This is an optimization exercise on Yosys and OpenROAD, whose aim is small area, a short achievable clock period and few clock cycles, not a production implementation. Only simulation tests tie the RTL to the original design; equivalence was not proved.

--- flow/design.v ---
package ptts_pkg;
   localparam int MODE_W    = 2;
   localparam int SLOT_ID_W = 6;
   localparam int PERIOD_W  = 8;
   localparam int REPEAT_W  = 16;
   localparam int RUNS_W    = 16;
   localparam logic [MODE_W-1:0] MODE_TICK = 2'd0;
   localparam logic [MODE_W-1:0] MODE_ARM  = 2'd1;
   localparam logic [MODE_W-1:0] MODE_FREE = 2'd2;
   localparam logic signed [REPEAT_W-1:0] REPEAT_FOREVER = -16'sd1;
   localparam logic signed [REPEAT_W-1:0] REPEAT_ONE     = 16'sd1;
   typedef struct packed {
      logic [PERIOD_W-1:0] period;
      logic [REPEAT_W-1:0] remaining;
      logic [RUNS_W-1:0]   runs;
   } entry_type;
   typedef struct packed {
      logic [SLOT_ID_W-1:0] fired_slot;
      logic [RUNS_W-1:0]    run_index;
      logic                 expired;
      logic                 last;
   } result_type;
   typedef struct packed {
      logic arm;
      logic free;
      logic tick;
      logic idx_clear;
      logic idx_next;
      logic mod_load;
      logic mod_step;
      logic fire;
      logic flush;
   } cmd_type;
   typedef struct packed {
      logic armed_cur;
      logic period_zero;
      logic digit_last;
      logic rem_zero;
      logic idx_last;
      logic pending_valid;
      logic out_free;
   } status_type;
   function automatic logic [PERIOD_W-1:0] mod_digit(input logic [PERIOD_W-1:0] rem,
                                                    input logic [7:0] digit,
                                                    input logic [PERIOD_W-1:0] period);
      logic [PERIOD_W:0]   part;
      logic [PERIOD_W-1:0] r;
      r = rem;
      for (int i = 7; i >= 0; i = i - 1) begin
         part = {r, digit[i]};
         if (part >= {1'b0, period}) begin
            part = part - {1'b0, period};
         end
         r = part[PERIOD_W-1:0];
      end
      mod_digit = r;
   endfunction
endpackage
module ptts_ctrl (
   input  logic              clock,
   input  logic              reset,
   input  logic              req_valid,
   input  logic [ptts_pkg::MODE_W-1:0] req_mode,
   output logic              req_ready,
   input  ptts_pkg::status_type        sts,
   output ptts_pkg::cmd_type           cmd
);
   localparam logic [2:0] S_IDLE   = 3'd0;
   localparam logic [2:0] S_CHECK  = 3'd1;
   localparam logic [2:0] S_LOAD   = 3'd2;
   localparam logic [2:0] S_DIV    = 3'd3;
   localparam logic [2:0] S_EVAL   = 3'd4;
   localparam logic [2:0] S_FINISH = 3'd5;
   logic [2:0] state_ff;
   logic [2:0] state_in;
   logic       advance;
   always_comb begin
      state_in  = state_ff;
      cmd       = '0;
      advance   = 1'b0;
      req_ready = (state_ff == S_IDLE);
      case (state_ff)
         S_IDLE: begin
            if (req_valid) begin
               case (req_mode)
                  ptts_pkg::MODE_TICK: begin
                     cmd.tick      = 1'b1;
                     cmd.idx_clear = 1'b1;
                     state_in      = S_CHECK;
                  end
                  ptts_pkg::MODE_ARM:  cmd.arm  = 1'b1;
                  ptts_pkg::MODE_FREE: cmd.free = 1'b1;
                  default: ;
               endcase
            end
         end
         S_CHECK: begin
            if (sts.armed_cur) begin
               state_in = S_LOAD;
            end else begin
               advance = 1'b1;
            end
         end
         S_LOAD: begin
            if (sts.period_zero) begin
               advance = 1'b1;
            end else begin
               cmd.mod_load = 1'b1;
               state_in     = S_DIV;
            end
         end
         S_DIV: begin
            cmd.mod_step = 1'b1;
            if (sts.digit_last) begin
               state_in = S_EVAL;
            end
         end
         S_EVAL: begin
            if (!sts.rem_zero) begin
               advance = 1'b1;
            end else if (!sts.pending_valid || sts.out_free) begin
               cmd.fire = 1'b1;
               advance  = 1'b1;
            end
         end
         S_FINISH: begin
            if (!sts.pending_valid) begin
               state_in = S_IDLE;
            end else if (sts.out_free) begin
               cmd.flush = 1'b1;
               state_in  = S_IDLE;
            end
         end
         default: state_in = S_IDLE;
      endcase
      if (advance) begin
         if (sts.idx_last) begin
            state_in = S_FINISH;
         end else begin
            cmd.idx_next = 1'b1;
            state_in     = S_CHECK;
         end
      end
   end
   always_ff @(posedge clock) begin
      if (reset) begin
         state_ff <= S_IDLE;
      end else begin
         state_ff <= state_in;
      end
   end
endmodule
module ptts_datapath #(
   parameter int SLOT_COUNT = 64,
   parameter int TICK_WIDTH = 32
) (
   input  logic                       clock,
   input  logic                       reset,
   input  ptts_pkg::cmd_type                    cmd,
   output ptts_pkg::status_type                 sts,
   input  logic [ptts_pkg::SLOT_ID_W-1:0]       req_slot_id,
   input  logic [ptts_pkg::PERIOD_W-1:0]        req_period,
   input  logic signed [ptts_pkg::REPEAT_W-1:0] req_repeat_count,
   input  logic                       rsp_ready,
   output logic                       rsp_valid,
   output ptts_pkg::result_type                 rsp_result
);
   localparam int SW     = $clog2(SLOT_COUNT);
   localparam int DIGITS = (TICK_WIDTH + 7) / 8;
   localparam int PAD_W  = DIGITS * 8;
   localparam int DCW    = (DIGITS > 1) ? $clog2(DIGITS) : 1;
   localparam int ENTRY_W = ptts_pkg::PERIOD_W + ptts_pkg::REPEAT_W + ptts_pkg::RUNS_W;
   logic [ENTRY_W-1:0] mem [0:SLOT_COUNT-1];
   ptts_pkg::entry_type rd_ff;
   logic [SLOT_COUNT-1:0] armed_ff, armed_in;
   logic [SW-1:0]         idx_ff, idx_in;
   logic [TICK_WIDTH-1:0] tick_ff, tick_in;
   logic [PAD_W-1:0]    shift_ff, shift_in;
   logic [ptts_pkg::PERIOD_W-1:0] rem_ff, rem_in;
   logic [DCW-1:0]      digit_ff, digit_in;
   ptts_pkg::result_type pend_ff, pend_in;
   logic       pend_valid_ff, pend_valid_in;
   ptts_pkg::result_type out_ff, out_in;
   logic       out_valid_ff, out_valid_in;
   logic                       arm_hit;
   logic [SW-1:0]              arm_addr;
   logic signed [ptts_pkg::REPEAT_W-1:0] rd_remaining;
   logic                       fire_forever;
   logic                       fire_expired;
   logic                       out_free;
   logic                       mem_we;
   logic [SW-1:0]              mem_addr;
   ptts_pkg::entry_type                  mem_wdata;
   ptts_pkg::result_type                 fire_result;
   assign arm_hit  = (32'(req_slot_id) < SLOT_COUNT);
   assign arm_addr = SW'(req_slot_id);
   assign rd_remaining = $signed(rd_ff.remaining);
   assign fire_forever = (rd_remaining == ptts_pkg::REPEAT_FOREVER);
   assign fire_expired = !fire_forever && (rd_remaining <= ptts_pkg::REPEAT_ONE);
   always_comb begin
      fire_result.fired_slot = ptts_pkg::SLOT_ID_W'(idx_ff);
      fire_result.run_index  = rd_ff.runs;
      fire_result.expired    = fire_expired;
      fire_result.last       = 1'b0;
   end
   always_comb begin
      mem_we   = (cmd.arm && arm_hit) || cmd.fire;
      mem_addr = cmd.arm ? arm_addr : idx_ff;
      if (cmd.arm) begin
         mem_wdata.period    = req_period;
         mem_wdata.remaining = req_repeat_count;
         mem_wdata.runs      = '0;
      end else begin
         mem_wdata.period    = rd_ff.period;
         mem_wdata.remaining = fire_forever ? rd_ff.remaining : rd_ff.remaining - 1'b1;
         mem_wdata.runs      = rd_ff.runs + 1'b1;
      end
   end
   always_ff @(posedge clock) begin
      if (mem_we) begin
         mem[mem_addr] <= mem_wdata;
      end
      rd_ff <= mem[idx_ff];
   end
   always_comb begin
      armed_in = armed_ff;
      if (cmd.arm && arm_hit) begin
         armed_in[arm_addr] = 1'b1;
      end
      if (cmd.free && arm_hit) begin
         armed_in[arm_addr] = 1'b0;
      end
      if (cmd.fire && fire_expired) begin
         armed_in[idx_ff] = 1'b0;
      end
      idx_in = idx_ff;
      if (cmd.idx_clear) begin
         idx_in = '0;
      end else if (cmd.idx_next) begin
         idx_in = idx_ff + 1'b1;
      end
      tick_in = cmd.tick ? tick_ff + 1'b1 : tick_ff;
   end
   always_comb begin
      shift_in = shift_ff;
      rem_in   = rem_ff;
      digit_in = digit_ff;
      if (cmd.mod_load) begin
         shift_in = PAD_W'(tick_ff);
         rem_in   = '0;
         digit_in = DCW'(DIGITS - 1);
      end else if (cmd.mod_step) begin
         shift_in = shift_ff << 8;
         rem_in   = ptts_pkg::mod_digit(rem_ff, shift_ff[PAD_W-1 -: 8], rd_ff.period);
         digit_in = digit_ff - 1'b1;
      end
   end
   assign out_free = !out_valid_ff || rsp_ready;
   always_comb begin
      pend_in       = pend_ff;
      pend_valid_in = pend_valid_ff;
      out_in        = out_ff;
      out_valid_in  = out_valid_ff && !rsp_ready;
      if (cmd.fire) begin
         if (pend_valid_ff) begin
            out_in       = pend_ff;
            out_valid_in = 1'b1;
         end
         pend_in       = fire_result;
         pend_valid_in = 1'b1;
      end else if (cmd.flush) begin
         out_in        = pend_ff;
         out_in.last   = 1'b1;
         out_valid_in  = 1'b1;
         pend_valid_in = 1'b0;
      end
   end
   always_ff @(posedge clock) begin
      if (reset) begin
         armed_ff      <= '0;
         idx_ff        <= '0;
         tick_ff       <= '0;
         digit_ff      <= '0;
         pend_valid_ff <= 1'b0;
         out_valid_ff  <= 1'b0;
      end else begin
         armed_ff      <= armed_in;
         idx_ff        <= idx_in;
         tick_ff       <= tick_in;
         digit_ff      <= digit_in;
         pend_valid_ff <= pend_valid_in;
         out_valid_ff  <= out_valid_in;
      end
   end
   always_ff @(posedge clock) begin
      shift_ff <= shift_in;
      rem_ff   <= rem_in;
      pend_ff  <= pend_in;
      out_ff   <= out_in;
   end
   always_comb begin
      sts.armed_cur     = armed_ff[idx_ff];
      sts.period_zero   = (rd_ff.period == '0);
      sts.digit_last    = (digit_ff == '0);
      sts.rem_zero      = (rem_ff == '0);
      sts.idx_last      = (idx_ff == SW'(SLOT_COUNT - 1));
      sts.pending_valid = pend_valid_ff;
      sts.out_free      = out_free;
   end
   assign rsp_valid  = out_valid_ff;
   assign rsp_result = out_ff;
endmodule
module periodic_task_tick_scheduler #(
   parameter int SLOT_COUNT = 64,
   parameter int TICK_WIDTH = 12
) (
   input  logic                       clock,
   input  logic                       reset,
   input  logic                       req_valid,
   output logic                       req_ready,
   input  logic [1:0] req_mode,
   input  logic [5:0] req_slot_id,
   input  logic [7:0] req_period,
   input  logic [15:0] req_repeat_count,
   output logic                       rsp_valid,
   input  logic                       rsp_ready,
   output logic [5:0] rsp_fired_slot,
   output logic [15:0] rsp_run_index,
   output logic                       rsp_expired,
   output logic                       rsp_last
);
   ptts_pkg::cmd_type    cmd;
   ptts_pkg::status_type sts;
   logic       ctl_ready;
   logic       dp_valid;
   ptts_pkg::result_type dp_result;
   ptts_ctrl u_ctrl (
      .clock     (clock),
      .reset     (reset),
      .req_valid (req_valid),
      .req_mode  (req_mode),
      .req_ready (ctl_ready),
      .sts       (sts),
      .cmd       (cmd)
   );
   ptts_datapath #(
      .SLOT_COUNT (SLOT_COUNT),
      .TICK_WIDTH (TICK_WIDTH)
   ) u_datapath (
      .clock            (clock),
      .reset            (reset),
      .cmd              (cmd),
      .sts              (sts),
      .req_slot_id      (req_slot_id),
      .req_period       (req_period),
      .req_repeat_count (req_repeat_count),
      .rsp_ready        (rsp_ready),
      .rsp_valid        (dp_valid),
      .rsp_result       (dp_result)
   );
   assign req_ready      = ctl_ready;
   assign rsp_valid      = dp_valid;
   assign rsp_fired_slot = dp_result.fired_slot;
   assign rsp_run_index  = dp_result.run_index;
   assign rsp_expired    = dp_result.expired;
   assign rsp_last       = dp_result.last;
endmodule
--- flow/constraint.sdc ---
create_clock -name core_clock -period 16.0 [get_ports {clock}]
set_input_delay 3.2000 -clock core_clock [delete_from_list [all_inputs] [get_ports {clock}]]
set_output_delay 3.2000 -clock core_clock [all_outputs]
set_load 0.01 [all_outputs]
--- flow/run.sh ---
#!/bin/bash
# synth_recipe.tcl (not shown) runs the flow's synth.tcl, then flattens the netlist and writes it again
# the make line also repeats each setting of config.mk as NAME=value (left out here)
make -C /OpenROAD-flow-scripts/flow DESIGN_CONFIG=/design/flow/config.mk WORK_HOME=/design/flow/orfs CLKGATE_MAP_FILE= SYNTH_SCRIPT=/design/flow/synth_recipe.tcl finish
--- flow/config.mk ---
export PLATFORM = sky130hd
export DESIGN_NAME = periodic_task_tick_scheduler
export DESIGN_NICKNAME = periodic_task_tick_scheduler
export VERILOG_FILES = /design/flow/design.v
export SDC_FILE = /design/flow/constraint.sdc
export NUM_CORES = 4
export LEC_CHECK = 0
export CAP_MARGIN = 20
export CORE_MARGIN = 2
export CORE_UTILIZATION = 40
export SLEW_MARGIN = 20
==> flow_metrics.py <==
metrics = {
    "run_status": {
        "status": "complete, no violations",
    },
    "min_path": {
        "hp-class": "register to register",
    },
    "grt": {
        "gr-total-overflow": 0,
        "grt_pass1_vias": 55300,
        "use_met2_pct": 34.18,
        "gr-usage-met3_pct": 4.978,
        "antenna_found_initial": 9,
        "met1_usage_pct": 31.98,
        "grt_use_total_pct": 22.14,
        "grt_max_degree": 97,
        "grt.busiest_layer": "met2",
        "grt_first_pass_wirelength_mm": 432.1,
    },
    "worst_setup_path": {
        "cp-end-kind": "register",
        "crit_fanout": 6,
        "path_common_cell": "a21o_1",
        "cp.required_ns": 16.76,
        "cp-start-kind": "register",
        "path_class": "register to register",
        "slowest_stage": "mux2_2",
        "crit_arrival_ns": 16.00,
        "slowest_delay_ns": 0.40,
    },
    "placement": {
        "globalplace.congestion": 0.8526,
        "dp_hpwl_mm": 166.1,
        "dpl_cell_area_um2": 116800,
        "placed_cells": 8738,
        "io_buffers": 61,
    },
    "sta": {
        "skew_ns": 0.06365,
        "finalCritPeriodShare_pct": 95.25,
        "hold_viol": 0,
        "slew_violations": 0,
        "min_period_ns": 15.24,
        "fmax_mhz": 65.62,
        "slew_headroom_pct": 22.80,
        "finalSetupTns_ns": 0,
        "worst_pin_slew_ns": 1.158,
        "setup_viol": 0,
    },
    "job": {
        "cap_violations": 0,
    },
    "routing": {
        "wl_mm": 311.1,
        "drtPass1Iterations": 8,
        "wl_per_cell_um": 33.49,
        "ant_nets": 0,
        "vias_per_cell": 6.028,
        "drcViolationCount": 0,
        "drt_iter0_markers": 7410,
        "vias": 56000,
    },
    "clock_tree": {
        "clock_path_buffers": 4,
        "cts_tree": "yes",
        "path_clk_slew_ns": 0.06,
        "clkSinkCount": 2759,
        "clkLatencyLatePin_ns": 0.94,
        "cts_buffers": 298,
        "cts-root-buf": "clkbuf_16",
        "postCtsHoldBufs": 0,
        "h-tree-depth": 5,
    },
    "synthesis": {
        "synth_edf_count": 2619,
        "async_flop_share_pct": 0,
        "syn_inst": 5094,
        "ys.flop_type": "edfxtp_1",
        "yosysWarnings": 2,
        "ys_seq_elements": 2759,
        "yosysUniqueCellTypes": 84,
        "seq_area_frac_synth_pct": 74.34,
        "syn_nets": 5216,
        "syn_area_um2": 109600,
        "syn_avg_cell_area_um2": 21.51,
    },
    "final_layout": {
        "instances_no_fill": 9290,
        "final_nets": 5599,
        "final_cell_area_um2": 126700,
        "drive_above_1_share_pct": 30.49,
        "layout_common_cells": "edfxtp_1, mux4_2, clkbuf_16",
        "post-route-util_pct": 46.40,
        "final_common_cell": "edfxtp_1",
        "area_delta_synth_final_pct": 15.67,
    },
    "die": {
        "die_h_um": 527.4,
        "start_util_pct": 40.11,
        "die_w_um": 527.4,
        "core-area_um2": 273100,
        "rows": 192,
        "die-area_um2": 278100,
        "ios": 62,
    },
}
==> cell type report <==
type	count	area, um^2
Tap cell	3589	4491
Clock inverter	126	1137
Antenna cell	7	17.52
Fill cell	22300	146400
Multi-Input combinational cell	2040	28280
Clock buffer	391	8064
Inverter	61	235.2
Sequential cell	2759	81470
Timing Repair Buffer	317	3035
==> kinds of logic after synthesis <==
| logic type | Yosys count | share of synthesized area [%] |
|---|---|---|
| buffers and inverters | 296 | 1.021 |
| AOI/OAI and AO/OA | 371 | 2.309 |
| DFF | 2759 | 74.34 |
| adders and majority gates | 86 | 1.037 |
| xor gates and xnor gates | 86 | 0.6944 |
| muxes | 899 | 18.08 |
| and+or+nand+nor | 597 | 2.515 |
==> Yosys cell counts, drive strengths merged (9+ instances only) <==
cell type,count,area (um^2)
a2111oi,61,540.5
a21o,15,112.6
a21oi,118,590.6
and2,25,161.4
and3,19,118.9
buf,61,236.5
clkbuf,174,653.1
dfxtp,140,2803
edfxtp,2619,78650
ha,78,975.9
inv,61,229.0
mux2,22,255.3
mux2i,16,163.9
mux4,861,19390
nand2,147,554.3
nand2b,20,125.1
nand3,34,175.2
nand4,19,118.9
nor2,230,863.3
nor2b,21,131.4
nor3,34,170.2
nor4,14,87.58
o21a,12,90.09
o21ai,74,381.6
o21bai,11,82.58
or2,9,56.30
or3,12,75.07
xnor2,44,385.4
xor2,42,375.4
==> worst paths after layout <==
kind,from,endpoint,slack (ns),cells past startpoint
worst max-delay path,u_datapath.rd_ff[33],u_datapath.rem_ff[1],0.76,78
worst min-delay path,u_datapath.pend_ff[19],u_datapath.out_ff[19],0.42,0
worst max register to register,u_datapath.rd_ff[33],u_datapath.rem_ff[1],0.76,78
worst min register to register,u_datapath.pend_ff[19],u_datapath.out_ff[19],0.42,0
==> repair_timing <==
action	CTS	global route
endpoints found under the setup margin	8	8
gates cloned	1	0
pin swaps	9	26
setup buffers	7	10
resized for setup	13	64
==> metrics by stage <==
stage                     setup WS (ns)  hold WS (ns)
after floorplan                 0.02677        0.4003
after global placement          -0.3155        0.4032
after detailed placement        -0.5476        0.4045
after CTS                      0.007306        0.4178
after global routing           -0.06627        0.4233
final                            0.7603        0.4161
==> state kept, by name, indices dropped and copies added (netlist names) <==
register,cells
u_datapath.armed_ff,64
u_datapath.shift_ff,16
u_datapath.out_valid_ff,1
u_datapath.pend_ff,23
u_datapath.out_ff,24
u_datapath.tick_ff,12
u_datapath.rem_ff,8
u_ctrl.state_ff,3
u_datapath.digit_ff,1
u_datapath.mem,2560
u_datapath.idx_ff,6
u_datapath.pend_valid_ff,1
u_datapath.rd_ff,40
==> critical path, delay by kind of cell, from the launching register on <==
kind,cells,cell delay (ns)
AO/OA/AOI/OAI,45,7.85
adder cells (fa/ha/maj),8,2.17
buffers and inverters,7,1.06
flip-flops,1,0.35
multiplexers,7,2.11
AND/OR/NAND/NOR,11,1.58
==> layer usage <==
layer	wire, um	vias to the layer above
met2	145100	2845
met5	0	-
met1	128400	30390
met3	30100	479
li1	-	22290
met4	7531	0
Testbench counts, summed over its fixed seeds: cycles 168,142.

-- separate check: timing with driven ports --
Ports are ideal in the flow. The routed layout listed here was re-timed in OpenROAD.
Step 1, drivers: a clkbuf_16 drives clock and a buf_2 each remaining input, both assumed.
Step 2, shift: input delay + t, output delay - t, t = (earliest + latest rising clock arrival at the registers) / 2. This alone moves slack from input paths to output paths.
Three values: ideal ports, drivers, drivers and shift; two values: the first two.
t (ns): 0.987
slack for setup (ns): 0.760 / 0.760 / 0.760
slew at the worst register clock pin (ns): 0.06 / 0.06
After both steps this run still meets setup and hold. The setup slack of this run moves by 0.000 ns with the drivers and by 0.000 ns with both steps.
